What follows belongs to an exercise in optimizing a design on an open flow for small area and a short achievable clock period; a production flow would make more cautious choices. Function was checked by simulation only, so behaviour that the tests miss may differ from the original. No run shown here takes its clock network from TritonCTS; it comes from the design's own scripts or RTL. The clock input has no modelled driver; a real chip could not lean on it and would need a root buffer or a full tree. Power and IR drop assume default switching activity.

==> flow/design.v, too long to show whole: its modules and the start of the top module <==
// module apb_cordic_regfile: 2529 lines
// module rd_aoi222: 3 lines
// module rd_aoi22: 3 lines
// module rd_nand2: 3 lines
// module rd_nand3: 3 lines
// module rd_nand4: 3 lines
// module rd_nor2: 3 lines
// module rd_nor3: 3 lines
// module rd_inv: 3 lines
// module rd_en: 3 lines
module apb_cordic_regfile #(
    parameter logic [4:0]  RST_XYFRACBASE    = 5'd16,
    parameter logic [4:0]  RST_PHASEFRACBASE = 5'd16,
    parameter logic [31:0] RST_XYBASEONE     = 32'h0001_0000,
    parameter logic [31:0] RST_SCALE_FACTOR  = 32'h0000_9B75
) (
    input  logic          clk,
    input  logic          rst_n,
    input  logic          psel,
    input  logic          penable,
    input  logic          pwrite,
    input  logic [7:0]    paddr,
    input  logic [31:0]   pwdata,
    output logic [31:0]   prdata,
    output logic          pready,
    output logic          pslverr,
    output logic          cordic_start,
    output logic [2:0]    cordic_func,
    output logic [31:0]   a,
    output logic [31:0]   b,
    output logic [31:0]   c,
    output logic [31:0]   d,
    output logic [4:0]    xyfracbase,
    output logic [4:0]    phasefracbase,
    output logic [31:0]   scale_factor,
    output logic [31:0]   xybaseone,
    output logic [1023:0] invtan_flat,
    input  logic [191:0]  res_flat,
    input  logic          write_op,
    output logic          irq
);
  // ...
==> flow/flow/run.sh <==
#!/bin/bash
# Standard ORFS layout with these changes:
#  - after the standard synthesis, the read-mux AOI22 gates are set to their smallest size
#    (timing repair upsizes the ones that need it);
#  - the port buffers are the smallest plain buffer (buf_1) instead of a delay buffer;
#  - pins may sit one routing track apart, so a smaller die fits all 1499 ports;
#  - the clock tree is built by flow/cts.tcl (two balanced levels of clkbuf_16) instead of
#    TritonCTS; ORFS's own steps do everything after it.
set -euo pipefail
RES=orfs/results/${FLOW_PLATFORM}/apb_cordic_regfile/base
VARS=("BUFFER_PORTS_ARGS=-buffer_cell sky130_fd_sc_hd__buf_1"
      "PLACE_PINS_ARGS=-min_distance 1 -min_distance_in_tracks")
bash standard.sh synth > synth.log 2>&1
RESULTS=$RES openroad -no_init -exit flow/downsize.tcl > downsize.log 2>&1
bash standard.sh "${VARS[@]}" place > place.log 2>&1
MK=(make -C "$FLOW_HOME" DESIGN_CONFIG="$PWD/config.mk" WORK_HOME="$PWD/orfs")
export DONT_USE_CELLS="$("${MK[@]}" print-DONT_USE_CELLS | sed -n 's/^DONT_USE_CELLS: //p')"
export SETUP_SLACK_MARGIN="$("${MK[@]}" print-SETUP_SLACK_MARGIN | sed -n 's/^SETUP_SLACK_MARGIN: //p')"
export MATCH_CELL_FOOTPRINT="$("${MK[@]}" print-MATCH_CELL_FOOTPRINT | sed -n 's/^MATCH_CELL_FOOTPRINT: //p')"
export CELL_PAD_IN_SITES_DETAIL_PLACEMENT="$("${MK[@]}" print-CELL_PAD_IN_SITES_DETAIL_PLACEMENT | sed -n 's/^CELL_PAD_IN_SITES_DETAIL_PLACEMENT: //p')"
export PLATFORM_DIR="$FLOW_HOME/platforms/$FLOW_PLATFORM"
export LIB="$PLATFORM_DIR/lib/sky130_fd_sc_hd__tt_025C_1v80.lib"
export NLEAF=80 NROOT=4
RESULTS=$RES openroad -no_init -exit flow/cts.tcl > cts.log 2>&1
bash standard.sh "${VARS[@]}" finish > layout.log 2>&1
==> flow/flow/cts.tcl <==
# Clock tree built directly: the flip-flops are split by recursive bisection of their
# placement into NLEAF equal groups, each driven by one leaf clkbuf_16 at the group's
# centre; the leaves are split the same way into NROOT groups, each driven by one root
# clkbuf_16 that the clock port drives. Then the standard post-CTS steps: legalise,
# repair timing, legalise.
set R $::env(RESULTS)
read_liberty $::env(LIB)
read_db $R/3_place.odb
read_sdc $R/3_place.sdc
source $::env(PLATFORM_DIR)/setRC.tcl
set_dont_use $::env(DONT_USE_CELLS)

set NLEAF [expr {[info exists ::env(NLEAF)] ? $::env(NLEAF) : 64}]
set NROOT [expr {[info exists ::env(NROOT)] ? $::env(NROOT) : 4}]
set LEAFBUF [expr {[info exists ::env(LEAFBUF)] ? $::env(LEAFBUF) : "sky130_fd_sc_hd__clkbuf_16"}]
set ROOTBUF [expr {[info exists ::env(ROOTBUF)] ? $::env(ROOTBUF) : "sky130_fd_sc_hd__clkbuf_16"}]

set db [ord::get_db]
set block [ord::get_db_block]
set clknet [$block findNet clk]

# sinks: every instance pin on the clock net
set sinks {}
foreach it [$clknet getITerms] {
  set inst [$it getInst]
  set bb [$inst getBBox]
  set x [expr {([$bb xMin] + [$bb xMax]) / 2}]
  set y [expr {([$bb yMin] + [$bb yMax]) / 2}]
  lappend sinks [list $x $y $it]
}
puts "clock sinks: [llength $sinks]"

# recursive bisection into n groups of (nearly) equal size, cutting across the longer side
proc bisect {pts n} {
  if {$n <= 1 || [llength $pts] <= 1} { return [list $pts] }
  set xs [lmap p $pts {lindex $p 0}]
  set ys [lmap p $pts {lindex $p 1}]
  set dx [expr {[tcl::mathfunc::max {*}$xs] - [tcl::mathfunc::min {*}$xs]}]
  set dy [expr {[tcl::mathfunc::max {*}$ys] - [tcl::mathfunc::min {*}$ys]}]
  set k [expr {$dx >= $dy ? 0 : 1}]
  set s [lsort -integer -index $k $pts]
  set nl [expr {$n / 2}]
  set h [expr {([llength $s] * $nl) / $n}]
  return [concat [bisect [lrange $s 0 [expr {$h-1}]] $nl] [bisect [lrange $s $h end] [expr {$n - $nl}]]]
}

proc centre {pts} {
  set sx 0; set sy 0
  foreach p $pts { incr sx [lindex $p 0]; incr sy [lindex $p 1] }
  set n [llength $pts]
  return [list [expr {$sx / $n}] [expr {$sy / $n}]]
}

proc new_buf {block master name x y} {
  set inst [odb::dbInst_create $block $master $name]
  # centre the cell on (x, y)
  set w [$master getWidth]; set h [$master getHeight]
  $inst setLocation [expr {$x - $w/2}] [expr {$y - $h/2}]
  $inst setPlacementStatus PLACED
  return $inst
}

set lm [$db findMaster $LEAFBUF]
set rm [$db findMaster $ROOTBUF]
set groups [bisect $sinks $NLEAF]
set leaves {}
set i 0
foreach g $groups {
  lassign [centre $g] cx cy
  set b [new_buf $block $lm "cts_leaf_$i" $cx $cy]
  set n [odb::dbNet_create $block "clknet_leaf_$i"]
  $n setSigType CLOCK
  foreach p $g {
    set it [lindex $p 2]
    $it disconnect
    $it connect $n
  }
  [$b findITerm X] connect $n
  lappend leaves [list $cx $cy $b]
  incr i
}
set rgroups [bisect $leaves $NROOT]
set i 0
foreach g $rgroups {
  lassign [centre $g] cx cy
  set b [new_buf $block $rm "cts_root_$i" $cx $cy]
  set n [odb::dbNet_create $block "clknet_root_$i"]
  $n setSigType CLOCK
  foreach p $g { [[lindex $p 2] findITerm A] connect $n }
  [$b findITerm X] connect $n
  [$b findITerm A] connect $clknet
  incr i
}
$clknet setSigType CLOCK
puts "leaf buffers: [llength $leaves], root buffers: $i"

set_placement_padding -global -left $::env(CELL_PAD_IN_SITES_DETAIL_PLACEMENT) -right $::env(CELL_PAD_IN_SITES_DETAIL_PLACEMENT)
detailed_placement
set_propagated_clock [all_clocks]
estimate_parasitics -placement
report_clock_latency
set args [list -setup_margin $::env(SETUP_SLACK_MARGIN) -hold_margin 0 -repair_tns 100 -verbose]
if {$::env(MATCH_CELL_FOOTPRINT)} { lappend args -match_cell_footprint }
repair_timing {*}$args
detailed_placement
check_placement -verbose
write_db $R/4_1_cts.odb
write_sdc -no_timestamp $R/4_cts.sdc
==> flow/flow/downsize.tcl <==
# Downsize the read-mux AOI22 gates that synthesis mapped to a22oi_2; timing repair upsizes
# the ones that need it.
read_db $::env(RESULTS)/1_synth.odb
set db [ord::get_db]
set m1 [$db findMaster sky130_fd_sc_hd__a22oi_1]
set n 0
foreach inst [[ord::get_db_block] getInsts] {
  if {[[$inst getMaster] getName] eq "sky130_fd_sc_hd__a22oi_2"} { $inst swapMaster $m1; incr n }
}
puts "downsized $n a22oi_2 -> a22oi_1"
write_db $::env(RESULTS)/1_synth.odb
==> flow/standard.sh <==
#!/bin/bash
# synth_recipe.tcl (not shown) runs the flow's synth.tcl, then flattens the netlist and writes it again
# the make line also repeats each setting of config.mk as NAME=value (left out here)
make -C /OpenROAD-flow-scripts/flow DESIGN_CONFIG=/design/flow/config.mk WORK_HOME=/design/flow/orfs CLKGATE_MAP_FILE= SYNTH_SCRIPT=/design/flow/synth_recipe.tcl "${@:-finish}"
==> flow/config.mk <==
export PLATFORM = sky130hd
export DESIGN_NAME = apb_cordic_regfile
export DESIGN_NICKNAME = apb_cordic_regfile
export VERILOG_FILES = /design/flow/design.v
export SDC_FILE = /design/flow/constraint.sdc
export NUM_CORES = 4
export LEC_CHECK = 0
export CAP_MARGIN = 20
export CORE_AREA = 5 5 375 375
export CTS_CLUSTER_DIAMETER = 60
export CTS_CLUSTER_SIZE = 30
export DIE_AREA = 0 0 380 380
export SETUP_SLACK_MARGIN = 2.5
export SLEW_MARGIN = 20
export SYNTH_HIERARCHICAL = 1
==> flow/constraint.sdc <==
create_clock -name core_clock -period 5.0 [get_ports {clk}]
set_input_delay 1.0000 -clock core_clock [delete_from_list [all_inputs] [get_ports {clk}]]
set_output_delay 1.0000 -clock core_clock [all_outputs]
set_load 0.01 [all_outputs]
==> Implementation_results.wiki, run 1 <==
{| class="wikitable"
! Metric !! Value
|-
| Run status || complete, no violations
|-
| GR Util met3 || 0.166
|-
| CP startpoint kind || input pin
|-
| Total Power Consumption || 25.8 mW
|-
| Seq group || 16.1 mW
|-
| Power share of the clock group || 0.267
|-
| Inverters || 9
|-
| Wire length per cell after detailed routing || 39.8 um
|-
| Met2 routed WL || 116 mm
|-
| Drc violations || 0
|-
| Capture point of the worst path || rd_part_q[63]$_DFF_P_
|-
| Die height || 380 um
|-
| Proportion of power drawn by combinational gates || 0.111
|-
| Worst-Skew Late Latency || 0.55 ns
|-
| Vias per cell || 6.39
|-
| Final global-route overflow total || 0
|-
| Number of hold-slack violations in the final timing report || 0
|-
| Clock transition at the registers of the reported paths || 0.09 ns
|-
| Horizontal die dimension || 380 um
|-
| Overall routed net length || 270 mm
|-
| DRC violation total after the first TritonRoute iteration || 5,918
|-
| Sequential cell area || 0.0456 sq mm
|-
| Number of vias after detailed routing || 43.3k
|-
| Power of the clock network || 6.89 mW
|-
| Post-Route Skew || 0.0175 ns
|-
| Setup WS pre-CTS || 1.16 ns
|-
| Grt peak-use layer || met2
|-
| Post-detail-place hpwl || 193 mm
|-
| Routed met1 length || 92.8 mm
|-
| Leakage || 22.8 nW
|-
| I/O pin count || 1,503
|-
| Layout multi-input combinational cell count || 1,538
|-
| DIE AREA || 0.144 sq mm
|}
==> run 2, diff against run 1 <==
--- a/flow/flow/run.sh
+++ b/flow/flow/run.sh
@@ -7,3 +7,3 @@
 #  - the clock tree is built by flow/cts.tcl (two balanced levels of clkbuf_16) instead of
-#    TritonCTS; ORFS's own steps do everything after it.
+#    TritonCTS; ORFS own steps do everything after it.
 set -euo pipefail
@@ -22,3 +22,3 @@
 export LIB="$PLATFORM_DIR/lib/sky130_fd_sc_hd__tt_025C_1v80.lib"
-export NLEAF=80 NROOT=4
+export NLEAF=80 NROOT=4 RD_SLEW=0.5
 RESULTS=$RES openroad -no_init -exit flow/cts.tcl > cts.log 2>&1
--- a/flow/flow/cts.tcl
+++ b/flow/flow/cts.tcl
@@ -3,4 +3,5 @@
 # centre; the leaves are split the same way into NROOT groups, each driven by one root
-# clkbuf_16 that the clock port drives. Then the standard post-CTS steps: legalise,
-# repair timing, legalise.
+# clkbuf_16 that the clock port drives. Then the post-CTS steps: legalise, size up the
+# input port buffers that drive many loads, repair_design against a tighter slew target
+# (RD_SLEW, used for this repair only), repair timing, legalise.
 set R $::env(RESULTS)
@@ -101,5 +102,35 @@
 report_clock_latency
-set args [list -setup_margin $::env(SETUP_SLACK_MARGIN) -hold_margin 0 -repair_tns 100 -verbose]
-if {$::env(MATCH_CELL_FOOTPRINT)} { lappend args -match_cell_footprint }
-repair_timing {*}$args
+# Input port buffers that drive several loads: start them at a useful size (repair_timing
+# leaves them alone).
+set nup 0
+foreach inst [$block getInsts] {
+  if {![string match "input*" [$inst getName]]} continue
+  set onet [[$inst findITerm X] getNet]
+  set fo [llength [$onet getITerms]]
+  incr fo -1
+  set m ""
+  if {$fo > 12} { set m sky130_fd_sc_hd__buf_8 } elseif {$fo > 3} { set m sky130_fd_sc_hd__buf_4 }
+  if {$m ne ""} { $inst swapMaster [$db findMaster $m]; incr nup }
+}
+puts "upsized $nup input buffers"
+detailed_placement
+estimate_parasitics -placement
+puts "before repair: WS [worst_slack -max]"
+# Tighter slew target for this repair only (not written to the SDC)
+if {[info exists ::env(RD_SLEW)]} {
+  set_max_transition $::env(RD_SLEW) [current_design]
+  repair_design -slew_margin 0 -cap_margin 20 -match_cell_footprint
+  detailed_placement
+  estimate_parasitics -placement
+  puts "after repair_design: WS [worst_slack -max] area [rsz::design_area]"
+}
+set margin $::env(SETUP_SLACK_MARGIN)
+set steps [expr {[info exists ::env(REPAIR_STEPS)] ? $::env(REPAIR_STEPS) : $margin}]
+foreach m $steps {
+  set args [list -setup_margin $m -hold_margin 0 -repair_tns 100 -verbose]
+  if {$::env(MATCH_CELL_FOOTPRINT)} { lappend args -match_cell_footprint }
+  puts "repair_timing $args"
+  repair_timing {*}$args
+  puts "after margin $m: WS [worst_slack -max] area [rsz::design_area]"
+}
 detailed_placement
@@ -107,2 +138,3 @@
 write_db $R/4_1_cts.odb
-write_sdc -no_timestamp $R/4_cts.sdc
+set f [open $R/3_place.sdc]; set sdc [read $f]; close $f
+set f [open $R/4_cts.sdc w]; puts $f $sdc; puts $f "set_propagated_clock \[all_clocks\]"; close $f
--- a/flow/config.mk
+++ b/flow/config.mk
@@ -9,6 +9,4 @@
 export CORE_AREA = 5 5 375 375
-export CTS_CLUSTER_DIAMETER = 60
-export CTS_CLUSTER_SIZE = 30
 export DIE_AREA = 0 0 380 380
-export SETUP_SLACK_MARGIN = 2.5
+export SETUP_SLACK_MARGIN = 2.8
 export SLEW_MARGIN = 20
==> Implementation_results.wiki, run 2 <==
{| class="wikitable"
! Metric !! Value
|-
| Number of hold-slack violations in the final timing report || 0 (unchanged)
|-
| Number of warnings printed during yosys synthesis || 11 (unchanged)
|-
| Vias per cell || 6.36 (was 6.39)
|-
| ANT nets after route || 0 (unchanged)
|-
| Wire length per cell after detailed routing || 38.7 um (was 39.8 um)
|-
| Number of flip-flops under the largest register name || 1,024 (unchanged)
|-
| Final design utilization || 0.541 (was 0.517)
|-
| Critical Path Fanout Max || 11 (was 8)
|-
| Register with the most flip-flops || invtan (unchanged)
|-
| Slew HR || 0.654 (was 0.338)
|-
| Transition time of the tightest slew-check pin || 0.519 ns (was 0.993 ns)
|-
| Initial core utilization || 0.417 (unchanged)
|-
| Max-cap viol count || 0 (unchanged)
|-
| Final Wtd Congestion || 0.984 (was 0.997)
|-
| First-pass GRT wire length || 349 mm (was 358 mm)
|-
| Maximum number of pins on one net before global-route repair || 67 (was 79)
|-
| Arrival time of the worst setup path || 2.88 ns (was 3.05 ns)
|-
| Most common cell after layout, fill and taps aside || sky130_fd_sc_hd__edfxtp_1 (was sky130_fd_sc_hd__buf_1)
|-
| CP startpoint kind || input pin (unchanged)
|-
| Post-DP Area || 0.0656 sq mm (about the same)
|-
| Final Critical Period || 2.42 ns (was 2.60 ns)
|-
| Final sum of negative setup slack || 0 ns (unchanged)
|-
| Highest attainable clock frequency || 413 MHz (was 385 MHz)
|-
| Signed area change from the synthesized netlist to the final layout || 29.9% (was 24.1%)
|-
| Ratio of cells with drive above 1 in the final layout || 0.260 (was 0.139)
|-
| Final global-route overflow total || 0 (unchanged)
|-
| Post-detail-place hpwl || 193 mm (about the same)
|-
| Commonest cells after routing, fill and taps aside || 1,421 x sky130_fd_sc_hd__edfxtp_1, 1,128 x sky130_fd_sc_hd__buf_1, 683 x sky130_fd_sc_hd__a22oi_1 (was 1,487 x sky130_fd_sc_hd__buf_1, 1,421 x sky130_fd_sc_hd__edfxtp_1, 802 x sky130_fd_sc_hd__a22oi_1)
|-
| Number of detailed-routing iterations run before antenna repair || 6 (was 9)
|-
| Crit path kind || input pin to flop (unchanged)
|-
| Rows || 135 (unchanged)
|-
| Worst Hold Endpoint || irq_en$_SDFFE_PN0P_ (unchanged)
|-
| Count of buffers from port buffering || 1,499 (unchanged)
|-
| Total Power Consumption || 26.1 mW (was 25.8 mW)
|-
| Endpoint of the worst-slack reg-to-reg timing path || wsel_q[34]$_DFF_P_ (was rd_part_q[8]$_DFF_P_)
|-
| Area of the placeable core || 0.136 sq mm (unchanged)
|-
| FF-to-FF path depth || 6 (unchanged)
|-
| Critical Path End Type || flop (unchanged)
|-
| Drc violations || 0 (unchanged)
|-
| Count of nets after finishing || 5,262 (was 5,218)
|-
| Post-Route Skew || 0.0176 ns (was 0.0175 ns)
|-
| Smallest hold slack || 0.510 ns (was 0.503 ns)
|-
| Number of vias after detailed routing || 43.3k (about the same)
|-
| Synth Cell Area || 0.0566 sq mm (unchanged)
|-
| Via count of the first global-routing pass || 41.2k (was 41.4k)
|-
| Hold Crit Class || flop to flop (unchanged)
|-
| Die height || 380 um (unchanged)
|-
| Final non-filler cell area || 0.0735 sq mm (was 0.0703 sq mm)
|-
| Worst voltage drop across the vdd grid || 0.355 mV (was 0.292 mV)
|-
| Run status || complete, no violations (unchanged)
|-
| Overall routed net length || 264 mm (was 270 mm)
|-
| Global-route usage over all layers || 0.343 (was 0.354)
|-
| Ratio of final minimum period to clock period || 0.484 (was 0.519)
|-
| Post-Synthesis Mean Instance Area || 18.3 sq um (unchanged)
|-
| WP data required || 5.46 ns (was 5.45 ns)
|-
| Number of setup violations in the final report || 0 (unchanged)
|-
| Leakage || 24.9 nW (was 22.8 nW)
|-
| Clock transition at the registers of the reported paths || 0.10 ns (was 0.09 ns)
|-
| I/O pin count || 1,503 (unchanged)
|-
| Hold path startpoint || wsel_q[16]$_DFF_P_ (unchanged)
|-
| RSZ-0062 raised after global routing || yes (unchanged)
|-
| Horizontal die dimension || 380 um (unchanged)
|-
| DRC violation total after the first TritonRoute iteration || 5,873 (was 5,918)
|-
| Post-synth net total || 3,340 (unchanged)
|-
| Worst flop-to-flop path startpoint || busy$_SDFFE_PN0P_ (was out_vld$_SDFFE_PN0P_)
|-
| Final Max Tran Viols || 0 (unchanged)
|-
| Cells on Worst Hold Path || 2 (unchanged)
|-
| FF-to-FF setup slack || 3.32 ns (was 3.28 ns)
|-
| Syn Inst Count || 3,102 (unchanged)
|-
| Worst-Skew Late Latency || 0.55 ns (about the same)
|-
| Number of antenna violations at the first check in global routing || 15 (was 25)
|-
| Pwr dens || 355 mW/mm^2 (was 368 mW/mm^2)
|-
| DIE AREA || 0.144 sq mm (unchanged)
|-
| Largest registers || invtan x1024, outr x192, rd_part_q x96 (unchanged)
|}
-- run 2: cell types whose count changed in the layout (fill, tap and decap cells not counted), sizes merged --
cell,change
clkbuf,+146
buf,-76
nor2,-28
diode,-6
bufbuf,+2
-- run 2: worst max path at each step --
stage | startpoint | to | slack [ns] | depth (start not counted)
6_report | paddr[2] | rd_part_q[60]$_DFF_P_ | 2.58 | 10
5_1_grt | paddr[5] | rd_part_q[60]$_DFF_P_ | 2.63 | 11
3_5_place_dp | paddr[5] | rd_part_q[89]$_DFF_P_ | 1.16 | 7
3_3_place_gp | paddr[5] | rd_part_q[47]$_DFF_P_ | 1.19 | 7
2_1_floorplan | penable | a[0]$_DFFE_PP_ | 1.70 | 3
-- run 2: layer usage --
layer  track usage  share of wire
met5        0.0172         0.0016
met4         0.201          0.080
met2         0.505           0.43
met1         0.428           0.35
met3         0.139           0.14
-- run 2: stage by stage --
| step | worst slack, ns | instances |
|---|---|---|
| after floorplan | 1.70 | 3102 |
| after global placement | 1.19 | 6445 |
| after detailed placement | 1.16 | 6446 |
| after global routing | 2.63 | 6803 |
| final | 2.58 | 6815 |
-- run 2: final cells by class --
cell class | count | area (sq um)
fill | 11187 | 62300
sequential | 1569 | 45800
multi-input combinational | 1510 | 12600
timing repair buffer | 1850 | 10700
tap | 1781 | 2230
buffer | 84 | 2100
inverter | 9 | 60.1
antenna | 12 | 30.0
-- run 2: critical path, cell delays in order --
cell and delay (ns):
sky130_fd_sc_hd__buf_12 0.08, sky130_fd_sc_hd__clkinvlp_4 0.14, sky130_fd_sc_hd__nand3_4 0.21, sky130_fd_sc_hd__nor2_4 0.08, sky130_fd_sc_hd__buf_8 0.16, sky130_fd_sc_hd__buf_8 0.15, sky130_fd_sc_hd__buf_6 0.15, sky130_fd_sc_hd__a22oi_2 0.18
sky130_fd_sc_hd__nand4_1 0.38, sky130_fd_sc_hd__nor3_2 0.32
-- run 2: where the power goes --
group	switching [mW]	internal (mW)
logic	2.25	0.876
registers	0.679	15.4
clock network	3.95	2.94
total	6.88	19.2
==> run 3, diff against run 2 <==
--- a/flow/flow/run.sh
+++ b/flow/flow/run.sh
@@ -3,3 +3,3 @@
 #  - after the standard synthesis, the read-mux AOI22 gates are set to their smallest size
-#    (timing repair upsizes the ones that need it);
+#    and its NAND4 gates to the next size up (flow/downsize.tcl);
 #  - the port buffers are the smallest plain buffer (buf_1) instead of a delay buffer;
@@ -7,3 +7,3 @@
 #  - the clock tree is built by flow/cts.tcl (two balanced levels of clkbuf_16) instead of
-#    TritonCTS; ORFS own steps do everything after it.
+#    TritonCTS, followed by timing repair; ORFS's own steps do everything after it.
 set -euo pipefail
@@ -13,3 +13,3 @@
 bash standard.sh synth > synth.log 2>&1
-RESULTS=$RES openroad -no_init -exit flow/downsize.tcl > downsize.log 2>&1
+RESULTS=$RES NAND4=sky130_fd_sc_hd__nand4_2 openroad -no_init -exit flow/downsize.tcl > downsize.log 2>&1
 bash standard.sh "${VARS[@]}" place > place.log 2>&1
@@ -22,3 +22,3 @@
 export LIB="$PLATFORM_DIR/lib/sky130_fd_sc_hd__tt_025C_1v80.lib"
-export NLEAF=80 NROOT=4 RD_SLEW=0.5
+export NLEAF=80 NROOT=4
 RESULTS=$RES openroad -no_init -exit flow/cts.tcl > cts.log 2>&1
==> flow/flow/downsize.tcl (replaced) <==
# Set the read-mux gates to chosen sizes: AOI22 at the smallest size (timing repair upsizes
# the ones that need it), NAND4 one size up (they drive the longest wires of the mux).
read_db $::env(RESULTS)/1_synth.odb
set db [ord::get_db]
set swap [dict create sky130_fd_sc_hd__a22oi_2 sky130_fd_sc_hd__a22oi_1 sky130_fd_sc_hd__nand4_1 $::env(NAND4)]
set n 0
foreach inst [[ord::get_db_block] getInsts] {
  set m [[$inst getMaster] getName]
  if {[dict exists $swap $m]} { $inst swapMaster [$db findMaster [dict get $swap $m]]; incr n }
}
puts "resized $n read-mux gates"
write_db $::env(RESULTS)/1_synth.odb
--- a/flow/config.mk
+++ b/flow/config.mk
@@ -10,3 +10,3 @@
 export DIE_AREA = 0 0 380 380
-export SETUP_SLACK_MARGIN = 2.8
+export SETUP_SLACK_MARGIN = 2.65
 export SLEW_MARGIN = 20
==> Implementation_results.wiki, run 3 <==
{| class="wikitable"
! Metric !! Value
|-
| Total Power Consumption || 25.8 mW (was 26.1 mW)
|-
| Syn Inst Count || 3,102 (unchanged)
|-
| Count of nets after finishing || 5,173 (was 5,262)
|-
| I/O pin count || 1,503 (unchanged)
|-
| Number of antenna violations at the first check in global routing || 29 (was 15)
|-
| Final global-route overflow total || 0 (unchanged)
|-
| Number of warnings printed during yosys synthesis || 11 (unchanged)
|-
| Number of flip-flops under the largest register name || 1,024 (unchanged)
|-
| Hold Crit Class || flop to flop (unchanged)
|-
| CP startpoint kind || input pin (unchanged)
|-
| Ratio of final minimum period to clock period || 0.479 (was 0.484)
|-
| Setup WS post-layout || 2.61 ns (was 2.58 ns)
|-
| Rows || 135 (unchanged)
|-
| Final Critical Period || 2.39 ns (was 2.42 ns)
|-
| Synth Cell Area || 0.0575 sq mm (was 0.0566 sq mm)
|-
| Crit path kind || input pin to flop (unchanged)
|-
| Global routing usage on met2 || 0.516 (was 0.505)
|-
| Maximum number of pins on one net before global-route repair || 195 (was 67)
|-
| Global-route usage over all layers || 0.346 (was 0.343)
|-
| Area of the placeable core || 0.136 sq mm (unchanged)
|-
| Critical Path Fanout Max || 33 (was 11)
|-
| WP data required || 5.47 ns (was 5.46 ns)
|-
| Final Max Tran Viols || 0 (unchanged)
|-
| Arrival time of the worst setup path || 2.86 ns (was 2.88 ns)
|-
| Number of hold-slack violations in the final timing report || 0 (unchanged)
|-
| Run status || complete, no violations (unchanged)
|-
| Setup WS pre-CTS || 1.23 ns (was 1.16 ns)
|-
| Pwr dens || 364 mW/mm^2 (was 355 mW/mm^2)
|-
| Most common cell after layout, fill and taps aside || sky130_fd_sc_hd__buf_1 (was sky130_fd_sc_hd__edfxtp_1)
|-
| First-pass GRT wire length || 351 mm (was 349 mm)
|-
| Post-detail-place hpwl || 193 mm (about the same)
|-
| Number of detailed-routing iterations run before antenna repair || 6 (unchanged)
|-
| Count of buffers from port buffering || 1,499 (unchanged)
|-
| Final sum of negative setup slack || 0 ns (unchanged)
|-
| RSZ-0062 raised after global routing || yes (unchanged)
|-
| Commonest cells after routing, fill and taps aside || 1,469 x sky130_fd_sc_hd__buf_1, 1,421 x sky130_fd_sc_hd__edfxtp_1, 777 x sky130_fd_sc_hd__a22oi_1 (was 1,421 x sky130_fd_sc_hd__edfxtp_1, 1,128 x sky130_fd_sc_hd__buf_1, 683 x sky130_fd_sc_hd__a22oi_1)
|-
| GR Util met3 || 0.150 (was 0.139)
|-
| DRC violation total after the first TritonRoute iteration || 5,798 (was 5,873)
|-
| Grt peak-use layer || met2 (unchanged)
|-
| Critical Path End Type || flop (unchanged)
|-
| Clock transition at the registers of the reported paths || 0.09 ns (was 0.10 ns)
|-
| CP top delay family || buffers and inverters (was simple AND/OR/NAND/NOR gates)
|-
| Ratio of cells with drive above 1 in the final layout || 0.174 (was 0.260)
|-
| Register with the most flip-flops || invtan (unchanged)
|-
| Post-synth net total || 3,340 (unchanged)
|-
| Number of setup violations in the final report || 0 (unchanged)
|-
| Post-Synthesis Mean Instance Area || 18.5 sq um (was 18.3 sq um)
|-
| DIE AREA || 0.144 sq mm (unchanged)
|-
| Die height || 380 um (unchanged)
|-
| Filler cell count in the final layout || 11.5k (was 11.2k)
|-
| Worst voltage drop across the vdd grid || 0.371 mV (was 0.355 mV)
|-
| ANT nets after route || 0 (unchanged)
|-
| Vias per cell || 6.34 (was 6.36)
|-
| Number of vias after detailed routing || 42.7k (was 43.3k)
|-
| Horizontal die dimension || 380 um (unchanged)
|-
| Signed area change from the synthesized netlist to the final layout || 23.5% (was 29.9%)
|-
| Drc violations || 0 (unchanged)
|-
| Largest registers || invtan x1024, outr x192, rd_part_q x96 (unchanged)
|-
| GR Util met1 || 0.418 (was 0.428)
|-
| Worst-Skew Late Latency || 0.55 ns (about the same)
|-
| Via count of the first global-routing pass || 41.2k (about the same)
|-
| Transition time of the tightest slew-check pin || 1.15 ns (was 0.519 ns)
|-
| Max-cap viol count || 0 (unchanged)
|-
| Final Wtd Congestion || 0.963 (was 0.984)
|-
| Worst path slowest cell || sky130_fd_sc_hd__a22oi_1 (was sky130_fd_sc_hd__nand4_1)
|-
| Cell-by-cell listing of the critical path || buf_4 -> clkinvlp_4 -> nand3_4 -> buf_12 -> nor2_4 -> buf_6 -> a22oi_1 -> nand4_2 -> nor3_2 (was buf_12 -> clkinvlp_4 -> nand3_4 -> nor2_4 -> buf_8 -> buf_8 -> buf_6 -> a22oi_2 -> nand4_1 -> nor3_2)
|-
| Highest attainable clock frequency || 418 MHz (was 413 MHz)
|-
| Leakage || 22.8 nW (was 24.9 nW)
|-
| Initial core utilization || 0.423 (was 0.417)
|-
| CP peak stage delay || 0.31 ns (was 0.38 ns)
|-
| Final design utilization || 0.523 (was 0.541)
|-
| Slew HR || 0.235 (was 0.654)
|-
| Wire length per cell after detailed routing || 39.3 um (was 38.7 um)
|-
| Buf/Inv on CP || 4 (was 5)
|-
| Post-Route Skew || 0.0187 ns (was 0.0176 ns)
|-
| Overall routed net length || 265 mm (was 264 mm)
|}
-- run 3: power by group --
part           switching (mW)  internal (mW)
clock network            3.97           2.94
logic                    2.22          0.631
registers               0.635           15.4
-- run 3: worst reg2reg max path: stages (launching register included) --
cell	delay, ns
sky130_fd_sc_hd__dfxtp_1	0.35
sky130_fd_sc_hd__nand2_4	0.18
sky130_fd_sc_hd__nor3_4	0.07
sky130_fd_sc_hd__buf_4	0.20
sky130_fd_sc_hd__buf_4	0.16
sky130_fd_sc_hd__a22oi_1	0.19
sky130_fd_sc_hd__nand4_2	0.16
sky130_fd_sc_hd__nor2_1	0.30
-- run 3: path summary, 6_finish.rpt --
path / start / endpoint / slack [ns] / cells after the start
worst max register to register: out_vld$_SDFFE_PN0P_ / rd_part_q[14]$_DFF_P_ / 3.28 / 7
worst max-delay path: paddr[6] / rd_part_q[45]$_DFF_P_ / 2.61 / 9
worst min register to register: wsel_q[16]$_DFF_P_ / irq_en$_SDFFE_PN0P_ / 0.51 / 2
worst min-delay path: wsel_q[16]$_DFF_P_ / irq_en$_SDFFE_PN0P_ / 0.51 / 2
-- run 3: routing by layer --
metal  part of all wire  vias to the layer above
li1                   -                    16835
met1               0.35                    21578
met2               0.43                     3515
met3               0.14                      754
met4              0.078                       32
met5             0.0035                        -
-- run 3: final cells by class --
type	instances	area [sq um]	area share
Antenna cell	23	57.6	0.000810
Sequential cell	1569	45700	0.643
Buffer	84	2100	0.0296
Multi-Input combinational cell	1526	12700	0.179
Timing Repair Buffer	1745	8230	0.116
Inverter	9	56.3	0.000793
Tap cell	1781	2230	0.0314
-- run 3: through the flow --
stage | cell area (sq um) | hold slack [ns] | std cells
2_1_floorplan | 58000 | 0.456 | 3102
3_3_place_gp | 66500 | 0.473 | 6455
3_5_place_dp | 66500 | 0.478 | 6455
5_1_grt | 71000 | 0.522 | 6716
6_report | 71000 | 0.513 | 6737
==> run 4, diff against run 3 <==
--- a/flow/config.mk
+++ b/flow/config.mk
@@ -10,3 +10,3 @@
 export DIE_AREA = 0 0 380 380
-export SETUP_SLACK_MARGIN = 2.65
+export SETUP_SLACK_MARGIN = 2.75
 export SLEW_MARGIN = 20
==> Implementation_results.wiki, run 4 <==
{| class="wikitable"
! Metric !! Value
|-
| Run status || complete, no violations (unchanged)
|-
| CP peak stage delay || 0.39 ns (was 0.31 ns)
|-
| Final sum of negative setup slack || 0 ns (unchanged)
|-
| CP startpoint kind || flop (was input pin)
|-
| Vias per cell || 6.34 (about the same)
|-
| FF-to-FF path depth || 7 (unchanged)
|-
| Setup WS pre-CTS || 1.25 ns (was 1.23 ns)
|-
| Final non-filler cell area || 0.0720 sq mm (was 0.0710 sq mm)
|-
| Global-route usage over all layers || 0.350 (was 0.346)
|-
| Worst flop-to-flop path startpoint || out_vld$_SDFFE_PN0P_ (unchanged)
|-
| Setup WS post-layout || 2.71 ns (was 2.61 ns)
|-
| Total Power Consumption || 25.9 mW (was 25.8 mW)
|-
| Post-detail-place hpwl || 194 mm (was 193 mm)
|-
| Slew HR || 0.312 (was 0.235)
|-
| Commonest cells after routing, fill and taps aside || 1,421 x sky130_fd_sc_hd__edfxtp_1, 1,353 x sky130_fd_sc_hd__buf_1, 567 x sky130_fd_sc_hd__a22oi_1 (was 1,469 x sky130_fd_sc_hd__buf_1, 1,421 x sky130_fd_sc_hd__edfxtp_1, 777 x sky130_fd_sc_hd__a22oi_1)
|-
| Clock transition at the registers of the reported paths || 0.08 ns (was 0.09 ns)
|-
| Launching instance or port of the critical path || invtan[22][1]$_DFFE_PP_ (was paddr[6])
|-
| Die height || 380 um (unchanged)
|-
| Highest attainable clock frequency || 438 MHz (was 418 MHz)
|-
| Final Wtd Congestion || 0.962 (was 0.963)
|-
| Number of warnings printed during yosys synthesis || 11 (unchanged)
|-
| Final Max Tran Viols || 0 (unchanged)
|-
| Sequential cell area || 0.0457 sq mm (about the same)
|-
| Buf/Inv on CP || 1 (was 4)
|-
| Synth Cell Area || 0.0575 sq mm (unchanged)
|-
| Logic depth of the worst path, buffers included || 1 (was 9)
|-
| Cell-by-cell listing of the critical path || buf_1 (was buf_4 -> clkinvlp_4 -> nand3_4 -> buf_12 -> nor2_4 -> buf_6 -> a22oi_1 -> nand4_2 -> nor3_2)
|-
| First-pass GRT wire length || 353 mm (was 351 mm)
|-
| I/O pin count || 1,503 (unchanged)
|-
| Critical Path End Type || output pin (was flop)
|-
| Signed area change from the synthesized netlist to the final layout || 25.3% (was 23.5%)
|-
| Drc violations || 0 (unchanged)
|-
| Count of buffers from port buffering || 1,499 (unchanged)
|-
| Number of detailed-routing iterations run before antenna repair || 5 (was 6)
|-
| RSZ-0062 raised after global routing || yes (unchanged)
|-
| Wire length per cell after detailed routing || 40.0 um (was 39.3 um)
|-
| Most common cell after layout, fill and taps aside || sky130_fd_sc_hd__edfxtp_1 (was sky130_fd_sc_hd__buf_1)
|-
| Count of nets after finishing || 5,117 (was 5,173)
|-
| Post-DP Area || 0.0677 sq mm (was 0.0665 sq mm)
|-
| Final Critical Period || 2.29 ns (was 2.39 ns)
|-
| Number of vias after detailed routing || 42.4k (was 42.7k)
|-
| DIE AREA || 0.144 sq mm (unchanged)
|-
| Endpoint of the worst-slack reg-to-reg timing path || rd_part_q[56]$_DFF_P_ (was rd_part_q[14]$_DFF_P_)
|-
| Register with the most flip-flops || invtan (unchanged)
|-
| Largest registers || invtan x1024, outr x192, rd_part_q x96 (unchanged)
|-
| Critical Path Fanout Max || 2 (was 33)
|-
| Worst-Skew Late Latency || 0.56 ns (was 0.55 ns)
|-
| Transition time of the tightest slew-check pin || 1.03 ns (was 1.15 ns)
|-
| Number of setup violations in the final report || 0 (unchanged)
|-
| Ratio of cells with drive above 1 in the final layout || 0.236 (was 0.174)
|-
| Leakage || 23.0 nW (was 22.8 nW)
|-
| Initial core utilization || 0.423 (unchanged)
|-
| WP data required || 4.00 ns (was 5.47 ns)
|-
| FF-to-FF setup slack || 3.37 ns (was 3.28 ns)
|-
| Final global-route overflow total || 0 (unchanged)
|-
| Post-synth net total || 3,340 (unchanged)
|-
| Post-Route Skew || 0.0244 ns (was 0.0187 ns)
|-
| ANT nets after route || 0 (unchanged)
|-
| CP top delay family || flip-flops (was buffers and inverters)
|-
| Overall routed net length || 267 mm (was 265 mm)
|-
| Max-cap viol count || 0 (unchanged)
|-
| Number of hold-slack violations in the final timing report || 0 (unchanged)
|-
| Filler cell count in the final layout || 11.4k (was 11.5k)
|-
| Worst voltage drop across the vdd grid || 0.375 mV (was 0.371 mV)
|-
| DRC violation total after the first TritonRoute iteration || 5,515 (was 5,798)
|-
| Rows || 135 (unchanged)
|-
| Area of the multi-input gates || 0.0138 sq mm (was 0.0127 sq mm)
|-
| Post-Synthesis Mean Instance Area || 18.5 sq um (unchanged)
|-
| Horizontal die dimension || 380 um (unchanged)
|-
| Number of flip-flops under the largest register name || 1,024 (unchanged)
|-
| Syn Inst Count || 3,102 (unchanged)
|-
| Hold Crit Class || flop to flop (unchanged)
|-
| Capture point of the worst path || invtan_flat[705] (was rd_part_q[45]$_DFF_P_)
|-
| Crit path kind || flop to output pin (was input pin to flop)
|-
| Via count of the first global-routing pass || 40.6k (was 41.2k)
|-
| Area of the placeable core || 0.136 sq mm (unchanged)
|-
| Pwr dens || 360 mW/mm^2 (was 364 mW/mm^2)
|-
| Maximum number of pins on one net before global-route repair || 70 (was 195)
|-
| Arrival time of the worst setup path || 1.29 ns (was 2.86 ns)
|-
| Ratio of final minimum period to clock period || 0.457 (was 0.479)
|-
| Worst path slowest cell || sky130_fd_sc_hd__edfxtp_1 (was sky130_fd_sc_hd__a22oi_1)
|-
| Number of antenna violations at the first check in global routing || 23 (was 29)
|}
-- run 4: how the worst min path moves through the flow --
stage	from	endpoint	cells past startpoint	slack, ns
floorplan	irq_en$_SDFFE_PN0P_	irq_en$_SDFFE_PN0P_	2	0.46
finish	irq_en$_SDFFE_PN0P_	irq$_SDFF_PN0_	1	0.51
global route	irq_en$_SDFFE_PN0P_	irq$_SDFF_PN0_	1	0.53
detailed placement	wsel_q[16]$_DFF_P_	irq_en$_SDFFE_PN0P_	2	0.50
global placement	out_vld$_SDFFE_PN0P_	out_vld$_SDFFE_PN0P_	1	0.47
-- run 4: layout make-up --
| class | instances | share of cell area |
|---|---|---|
| plain buffers | 84 | 0.0292 |
| multi-input cells | 1514 | 0.192 |
| inverters | 9 | 0.000834 |
| repair buffers | 1701 | 0.112 |
| flip-flops and latches | 1569 | 0.635 |
| diodes | 17 | 0.000591 |
| well taps | 1781 | 0.0309 |
-- run 4: power breakdown --
group / switching [mW] / total [mW] / internal, mW
Sequential: 0.678 / 16.1 / 15.4
Clock: 3.97 / 6.91 / 2.94
Combinational: 2.22 / 2.91 / 0.690
-- run 4: routing by layer --
layer	vias up	share of wire	routed length (um)	track usage
met5	-	0.0014	380	0.0195
met4	18	0.083	22100	0.220
met3	716	0.13	35500	0.136
met2	3418	0.43	114000	0.517
met1	21539	0.36	95300	0.432
li1	16659	-	-	-
-- run 4: stage by stage --
stage	instances	utilization	hold WS, ns
after floorplan	3102	-	0.456
after global placement	6452	0.498	0.471
after detailed placement	6456	0.499	0.499
after global routing	6658	0.530	0.528
final	6675	0.530	0.514
==> run 5, diff against run 4 <==
--- a/flow/config.mk
+++ b/flow/config.mk
@@ -10,3 +10,3 @@
 export DIE_AREA = 0 0 380 380
-export SETUP_SLACK_MARGIN = 2.75
+export SETUP_SLACK_MARGIN = 2.7
 export SLEW_MARGIN = 20
==> Implementation_results.wiki, run 5 <==
{| class="wikitable"
! Metric !! Value
|-
| Run status || complete, no violations (unchanged)
|-
| Rows || 135 (unchanged)
|-
| First-pass GRT wire length || 344 mm (was 353 mm)
|-
| Post-synth net total || 3,340 (unchanged)
|-
| Non-filler instance count after layout || 6,638 (was 6,675)
|-
| Via count of the first global-routing pass || 40.2k (was 40.6k)
|-
| Initial core utilization || 0.423 (unchanged)
|-
| Final Wtd Congestion || 1.00 (was 0.962)
|-
| RSZ-0062 raised after global routing || yes (unchanged)
|-
| Setup WS pre-CTS || 1.20 ns (was 1.25 ns)
|-
| Pwr dens || 366 mW/mm^2 (was 360 mW/mm^2)
|-
| Count of nets after finishing || 5,077 (was 5,117)
|-
| Number of antenna violations at the first check in global routing || 25 (was 23)
|-
| Arrival time of the worst setup path || 3.26 ns (was 1.29 ns)
|-
| Setup WS post-layout || 2.18 ns (was 2.71 ns)
|-
| Maximum number of pins on one net before global-route repair || 96 (was 70)
|-
| Final sum of negative setup slack || 0 ns (unchanged)
|-
| Largest registers || invtan x1024, outr x192, rd_part_q x96 (unchanged)
|-
| DRC violation total after the first TritonRoute iteration || 5,477 (was 5,515)
|-
| Hold Crit Class || flop to flop (unchanged)
|-
| Count of buffers from port buffering || 1,499 (unchanged)
|-
| Worst-Skew Late Latency || 0.56 ns (about the same)
|-
| Leakage || 22.4 nW (was 23.0 nW)
|-
| Final global-route overflow total || 0 (unchanged)
|-
| Buf/Inv on CP || 2 (was 1)
|-
| Synth Cell Area || 0.0575 sq mm (unchanged)
|-
| Total Power Consumption || 25.8 mW (was 25.9 mW)
|-
| Post-Synthesis Mean Instance Area || 18.5 sq um (unchanged)
|-
| Most common cell after layout, fill and taps aside || sky130_fd_sc_hd__buf_1 (was sky130_fd_sc_hd__edfxtp_1)
|-
| Number of detailed-routing iterations run before antenna repair || 6 (was 5)
|-
| DIE AREA || 0.144 sq mm (unchanged)
|-
| ANT nets after route || 0 (unchanged)
|-
| Drc violations || 0 (unchanged)
|-
| Final Critical Period || 2.82 ns (was 2.29 ns)
|-
| Transition time of the tightest slew-check pin || 1.22 ns (was 1.03 ns)
|-
| Cell-by-cell listing of the critical path || buf_4 -> clkinvlp_4 -> nand3_4 -> nor2_4 -> a22oi_1 -> nand4_2 -> nor3_2 (was buf_1)
|-
| Signed area change from the synthesized netlist to the final layout || 22.5% (was 25.3%)
|-
| CP peak stage delay || 0.93 ns (was 0.39 ns)
|-
| Highest attainable clock frequency || 355 MHz (was 438 MHz)
|-
| Crit path kind || input pin to flop (was flop to output pin)
|-
| Final design utilization || 0.519 (was 0.530)
|-
| Critical Path Fanout Max || 29 (was 2)
|-
| Number of hold-slack violations in the final timing report || 0 (unchanged)
|-
| Number of vias after detailed routing || 42.1k (was 42.4k)
|-
| Final Max Tran Viols || 0 (unchanged)
|-
| Wire length per cell after detailed routing || 39.1 um (was 40.0 um)
|-
| Worst voltage drop across the vdd grid || 0.380 mV (was 0.375 mV)
|-
| Max-cap viol count || 0 (unchanged)
|-
| I/O pin count || 1,503 (unchanged)
|-
| Number of setup violations in the final report || 0 (unchanged)
|-
| Worst path slowest cell || sky130_fd_sc_hd__nor2_4 (was sky130_fd_sc_hd__edfxtp_1)
|-
| Slew HR || 0.185 (was 0.312)
|-
| CP top delay family || simple AND/OR/NAND/NOR gates (was flip-flops)
|-
| Ratio of cells with drive above 1 in the final layout || 0.175 (was 0.236)
|-
| Register with the most flip-flops || invtan (unchanged)
|-
| Post-Route Skew || 0.0358 ns (was 0.0244 ns)
|-
| Die height || 380 um (unchanged)
|-
| Post-detail-place hpwl || 191 mm (was 194 mm)
|-
| Number of flip-flops under the largest register name || 1,024 (unchanged)
|-
| Horizontal die dimension || 380 um (unchanged)
|-
| Commonest cells after routing, fill and taps aside || 1,446 x sky130_fd_sc_hd__buf_1, 1,421 x sky130_fd_sc_hd__edfxtp_1, 754 x sky130_fd_sc_hd__a22oi_1 (was 1,421 x sky130_fd_sc_hd__edfxtp_1, 1,353 x sky130_fd_sc_hd__buf_1, 567 x sky130_fd_sc_hd__a22oi_1)
|-
| Area of the placeable core || 0.136 sq mm (unchanged)
|-
| CP startpoint kind || input pin (was flop)
|-
| Syn Inst Count || 3,102 (unchanged)
|-
| WP data required || 5.44 ns (was 4.00 ns)
|-
| Ratio of final minimum period to clock period || 0.564 (was 0.457)
|-
| Overall routed net length || 259 mm (was 267 mm)
|-
| Global-route usage over all layers || 0.338 (was 0.350)
|-
| Placed insts || 6,444 (was 6,456)
|-
| Number of warnings printed during yosys synthesis || 11 (unchanged)
|-
| Critical Path End Type || flop (was output pin)
|-
| Clock transition at the registers of the reported paths || 0.08 ns (about the same)
|-
| Vias per cell || 6.34 (about the same)
|}
==> run 5: worst reg2reg max path, delay by kind of cell, from the launching register on <==
family	cells	cell delay, ns
flops	1	0.43
buf+inv	1	0.44
compound gates	1	0.21
simple gates	4	0.54
==> run 5: final cells by class <==
| class | instances | area, sq um |
|---|---|---|
| Fill cell | 11472 | 65400 |
| Sequential cell | 1569 | 45700 |
| Buffer | 84 | 2100 |
| Antenna cell | 20 | 50.0 |
| Timing Repair Buffer | 1660 | 7500 |
| Inverter | 9 | 60.1 |
| Tap cell | 1781 | 2230 |
| Multi-Input combinational cell | 1515 | 12800 |
==> run 5: report_power, final <==
part / total, mW / leakage (nW) / switching [mW] / internal (mW)
combinational: 2.81 / 6.44 / 2.18 / 0.627
sequential: 16.1 / 14.9 / 0.653 / 15.4
clock: 6.90 / 1.04 / 3.96 / 2.94
total: 25.8 / 22.4 / 6.79 / 19.0
==> run 5: path summary, 6_finish.rpt <==
check | cells past startpoint | from | slack (ns) | end
worst min register to register | 2 | done$_SDFF_PN0_ | 0.51 | done$_SDFF_PN0_
worst max-delay path | 7 | paddr[6] | 2.18 | rd_part_q[24]$_DFF_P_
worst min-delay path | 2 | done$_SDFF_PN0_ | 0.51 | done$_SDFF_PN0_
worst max register to register | 6 | out_vld$_SDFFE_PN0P_ | 3.28 | rd_part_q[65]$_DFF_P_
==> run 5: metrics by stage <==
step	hold WS [ns]	area, sq um
6_report	0.509	70400
5_1_grt	0.542	70400
3_5_place_dp	0.475	66400
3_3_place_gp	0.467	66400
2_1_floorplan	0.456	58100
==> run 5: layer usage <==
layer,part of all wire,GRT usage,up-vias
met3,0.14,0.145,659
li1,-,-,16607
met4,0.075,0.192,20
met1,0.35,0.418,21346
met5,0.0017,0.0245,-
met2,0.43,0.497,3438
==> run 6, diff against run 5 <==
--- a/flow/config.mk
+++ b/flow/config.mk
@@ -10,3 +10,3 @@
 export DIE_AREA = 0 0 380 380
-export SETUP_SLACK_MARGIN = 2.7
+export SETUP_SLACK_MARGIN = 2.8
 export SLEW_MARGIN = 20
==> Implementation_results.wiki, run 6 <==
{| class="wikitable"
! Metric !! Value
|-
| Critical Path Fanout Max || 16 (was 29)
|-
| Syn Inst Count || 3,102 (unchanged)
|-
| Worst Hold Endpoint || irq_en$_SDFFE_PN0P_ (was done$_SDFF_PN0_)
|-
| Largest registers || invtan x1024, outr x192, rd_part_q x96 (unchanged)
|-
| ANT nets after route || 0 (unchanged)
|-
| Overall routed net length || 274 mm (was 259 mm)
|-
| Placed insts || 6,456 (was 6,444)
|-
| Worst flop-to-flop path startpoint || wsel_q[33]$_DFF_P_ (was out_vld$_SDFFE_PN0P_)
|-
| Slew HR || 0.325 (was 0.185)
|-
| Cells on Worst Hold Path || 2 (unchanged)
|-
| Run status || complete, no violations (unchanged)
|-
| RSZ-0062 raised after global routing || yes (unchanged)
|-
| Initial core utilization || 0.423 (unchanged)
|-
| Maximum number of pins on one net before global-route repair || 69 (was 96)
|-
| Setup WS post-layout || 2.76 ns (was 2.18 ns)
|-
| Number of hold-slack violations in the final timing report || 0 (unchanged)
|-
| Cell-by-cell listing of the critical path || buf_12 -> clkinvlp_4 -> nand3_4 -> buf_12 -> nor2_4 -> buf_8 -> a22oi_2 -> nand4_4 -> nor3_4 (was buf_4 -> clkinvlp_4 -> nand3_4 -> nor2_4 -> a22oi_1 -> nand4_2 -> nor3_2)
|-
| Crit path kind || input pin to flop (unchanged)
|-
| Number of setup violations in the final report || 0 (unchanged)
|-
| Worst-Skew Late Latency || 0.55 ns (was 0.56 ns)
|-
| First-pass GRT wire length || 359 mm (was 344 mm)
|-
| Drc violations || 0 (unchanged)
|-
| Most common cell after layout, fill and taps aside || sky130_fd_sc_hd__edfxtp_1 (was sky130_fd_sc_hd__buf_1)
|-
| CP peak stage delay || 0.30 ns (was 0.93 ns)
|-
| Worst voltage drop across the vdd grid || 0.307 mV (was 0.380 mV)
|-
| Ratio of final minimum period to clock period || 0.448 (was 0.564)
|-
| Commonest cells after routing, fill and taps aside || 1,421 x sky130_fd_sc_hd__edfxtp_1, 1,084 x sky130_fd_sc_hd__buf_1, 545 x sky130_fd_sc_hd__a22oi_1 (was 1,446 x sky130_fd_sc_hd__buf_1, 1,421 x sky130_fd_sc_hd__edfxtp_1, 754 x sky130_fd_sc_hd__a22oi_1)
|-
| Final global-route overflow total || 0 (unchanged)
|-
| Vias per cell || 6.39 (was 6.34)
|-
| Hold path startpoint || wsel_q[16]$_DFF_P_ (was done$_SDFF_PN0_)
|-
| Post-Route Skew || 0.0187 ns (was 0.0358 ns)
|-
| Cell mode on critical path || sky130_fd_sc_hd__buf_12
|-
| Transition time of the tightest slew-check pin || 1.01 ns (was 1.22 ns)
|-
| Die height || 380 um (unchanged)
|-
| Count of nets after finishing || 5,199 (was 5,077)
|-
| Wire length per cell after detailed routing || 40.6 um (was 39.1 um)
|-
| Ratio of cells with drive above 1 in the final layout || 0.315 (was 0.175)
|-
| Number of warnings printed during yosys synthesis || 11 (unchanged)
|-
| Smallest hold slack || 0.515 ns (was 0.509 ns)
|-
| Setup WS pre-CTS || 1.18 ns (was 1.20 ns)
|-
| Global-route usage over all layers || 0.356 (was 0.338)
|-
| Hold Crit Class || flop to flop (unchanged)
|-
| Highest attainable clock frequency || 447 MHz (was 355 MHz)
|-
| Number of detailed-routing iterations run before antenna repair || 5 (was 6)
|-
| Non-filler instance count after layout || 6,751 (was 6,638)
|-
| Count of buffers from port buffering || 1,499 (unchanged)
|-
| CP startpoint kind || input pin (unchanged)
|-
| Total Power Consumption || 26.1 mW (was 25.8 mW)
|-
| Final sum of negative setup slack || 0 ns (unchanged)
|-
| Final Critical Period || 2.24 ns (was 2.82 ns)
|-
| Number of antenna violations at the first check in global routing || 20 (was 25)
|-
| Register with the most flip-flops || invtan (unchanged)
|-
| Post-Synthesis Mean Instance Area || 18.5 sq um (unchanged)
|-
| Post-detail-place hpwl || 193 mm (was 191 mm)
|-
| Final Max Tran Viols || 0 (unchanged)
|-
| Arrival time of the worst setup path || 2.68 ns (was 3.26 ns)
|-
| Area of the placeable core || 0.136 sq mm (unchanged)
|-
| Leakage || 24.7 nW (was 22.4 nW)
|-
| Number of flip-flops under the largest register name || 1,024 (unchanged)
|-
| Final Wtd Congestion || 0.979 (was 1.00)
|-
| Horizontal die dimension || 380 um (unchanged)
|-
| Post-synth net total || 3,340 (unchanged)
|-
| Signed area change from the synthesized netlist to the final layout || 29.2% (was 22.5%)
|-
| FF-to-FF path depth || 1 (was 6)
|-
| FF-to-FF setup slack || 3.44 ns (was 3.28 ns)
|-
| Worst path slowest cell || sky130_fd_sc_hd__nor3_4 (was sky130_fd_sc_hd__nor2_4)
|-
| Endpoint of the worst-slack reg-to-reg timing path || invtan[1][20]$_DFFE_PP_ (was rd_part_q[65]$_DFF_P_)
|-
| DIE AREA || 0.144 sq mm (unchanged)
|-
| Critical Path End Type || flop (unchanged)
|-
| Number of vias after detailed routing || 43.1k (was 42.1k)
|-
| DRC violation total after the first TritonRoute iteration || 6,219 (was 5,477)
|-
| Via count of the first global-routing pass || 40.9k (was 40.2k)
|-
| Rows || 135 (unchanged)
|-
| Synth Cell Area || 0.0575 sq mm (unchanged)
|-
| Max-cap viol count || 0 (unchanged)
|-
| Clock transition at the registers of the reported paths || 0.09 ns (was 0.08 ns)
|-
| Pwr dens || 352 mW/mm^2 (was 366 mW/mm^2)
|-
| I/O pin count || 1,503 (unchanged)
|-
| WP data required || 5.45 ns (was 5.44 ns)
|}
## run 6: changes by cell type in the layout (fill, tap and decap cells not counted), moves of 17 or more
cell | previous run | this run
sky130_fd_sc_hd__clkbuf_2 | 31 | 145
sky130_fd_sc_hd__nand3_1 | 116 | 94
sky130_fd_sc_hd__buf_12 | 30 | 70
sky130_fd_sc_hd__a21bo_2 | 152 | 111
sky130_fd_sc_hd__buf_1 | 1446 | 1084
sky130_fd_sc_hd__buf_6 | 17 | 62
sky130_fd_sc_hd__nand3_2 | 7 | 25
sky130_fd_sc_hd__buf_2 | 12 | 216
sky130_fd_sc_hd__dfxtp_4 | 16 | 33
sky130_fd_sc_hd__nor2_1 | 44 | 63
sky130_fd_sc_hd__a21bo_4 | 0 | 41
sky130_fd_sc_hd__a22oi_2 | 53 | 262
sky130_fd_sc_hd__buf_4 | 113 | 177
sky130_fd_sc_hd__a22oi_1 | 754 | 545
## run 6: report_power, final
part           switching [mW]  leakage [nW]  total, mW  internal [mW]
Clock                    3.95          1.04       6.89           2.94
Combinational            2.26          8.73       3.12          0.854
Sequential              0.681          14.9       16.1           15.4
## run 6: cell type report
type                            count  area, sq um
Fill cell                       11132        61500
Sequential cell                  1569        45800
Multi-Input combinational cell   1516        14200
Timing Repair Buffer             1780         9850
Tap cell                         1781         2230
Buffer                             84         2100
Inverter                            9         60.1
Antenna cell                       11         27.5
Timing Repair inverter              1         7.51
## run 6: critical path, delay by kind of cell
family	cells	cell delay, ns
buffers and inverters	4	0.64
AO/OA/AOI/OAI	1	0.27
AND/OR/NAND/NOR	4	0.73
## run 6: per-stage QoR
| stage | util | area (sq um) |
|---|---|---|
| 2_1_floorplan | - | 59300 |
| 3_3_place_gp | 0.499 | 67800 |
| 3_5_place_dp | 0.500 | 67900 |
| 5_1_grt | 0.547 | 74300 |
| 6_report | 0.547 | 74300 |
## run 6: how the worst max path moves through the flow
| stage | from | end | cells after the start |
|---|---|---|---|
| floorplan | penable | a[0]$_DFFE_PP_ | 3 |
| global placement | paddr[3] | rd_part_q[9]$_DFF_P_ | 7 |
| detailed placement | paddr[3] | rd_part_q[9]$_DFF_P_ | 7 |
| global route | paddr[4] | rd_part_q[54]$_DFF_P_ | 11 |
| finish | paddr[2] | rd_part_q[45]$_DFF_P_ | 9 |
## run 6: per-layer routing
metal,track usage,up-vias,share of wire
met5,0.0255,-,0.0019
met3,0.147,740,0.13
met2,0.521,3472,0.43
met4,0.226,22,0.085
li1,-,16827,-
met1,0.437,22073,0.35

afterwards: timing with drivers on the ports:
No port has a modelled driver above. Below, the same layouts with a new extraction and two added sets of constraints. Step 1: set_driving_cell puts a clkbuf_16 on clk and a buf_2 on each other input, an assumption about the parent block. Step 2 moves the port delays by t, midway between the first and last clock arrival at a register: inputs arrive t later, outputs are due t later. That takes back most of the time a late clock gives input paths. a / b / c = no drivers / after step 1 / after step 2; a / b = the first two.
run	t, ns	slack for setup (ns)	slew at the worst register clock pin (ns)
run 1	0.732	2.405 / 2.323 / 1.730	0.09 / 0.09
run 2	0.728	2.579 / 2.564 / 1.892	0.10 / 0.10
run 3	0.724	2.606 / 2.451 / 1.903	0.09 / 0.09
run 4	0.718	2.715 / 2.542 / 2.047	0.09 / 0.09
run 5	0.725	2.179 / 2.216 / 1.491	0.09 / 0.09
run 6	0.718	2.761 / 2.605 / 2.073	0.10 / 0.10
After both steps setup and hold are still met in every run listed. For run 3, which loses most, drivers alone change the setup slack by -0.155 ns; drivers and shift together by -0.703 ns.
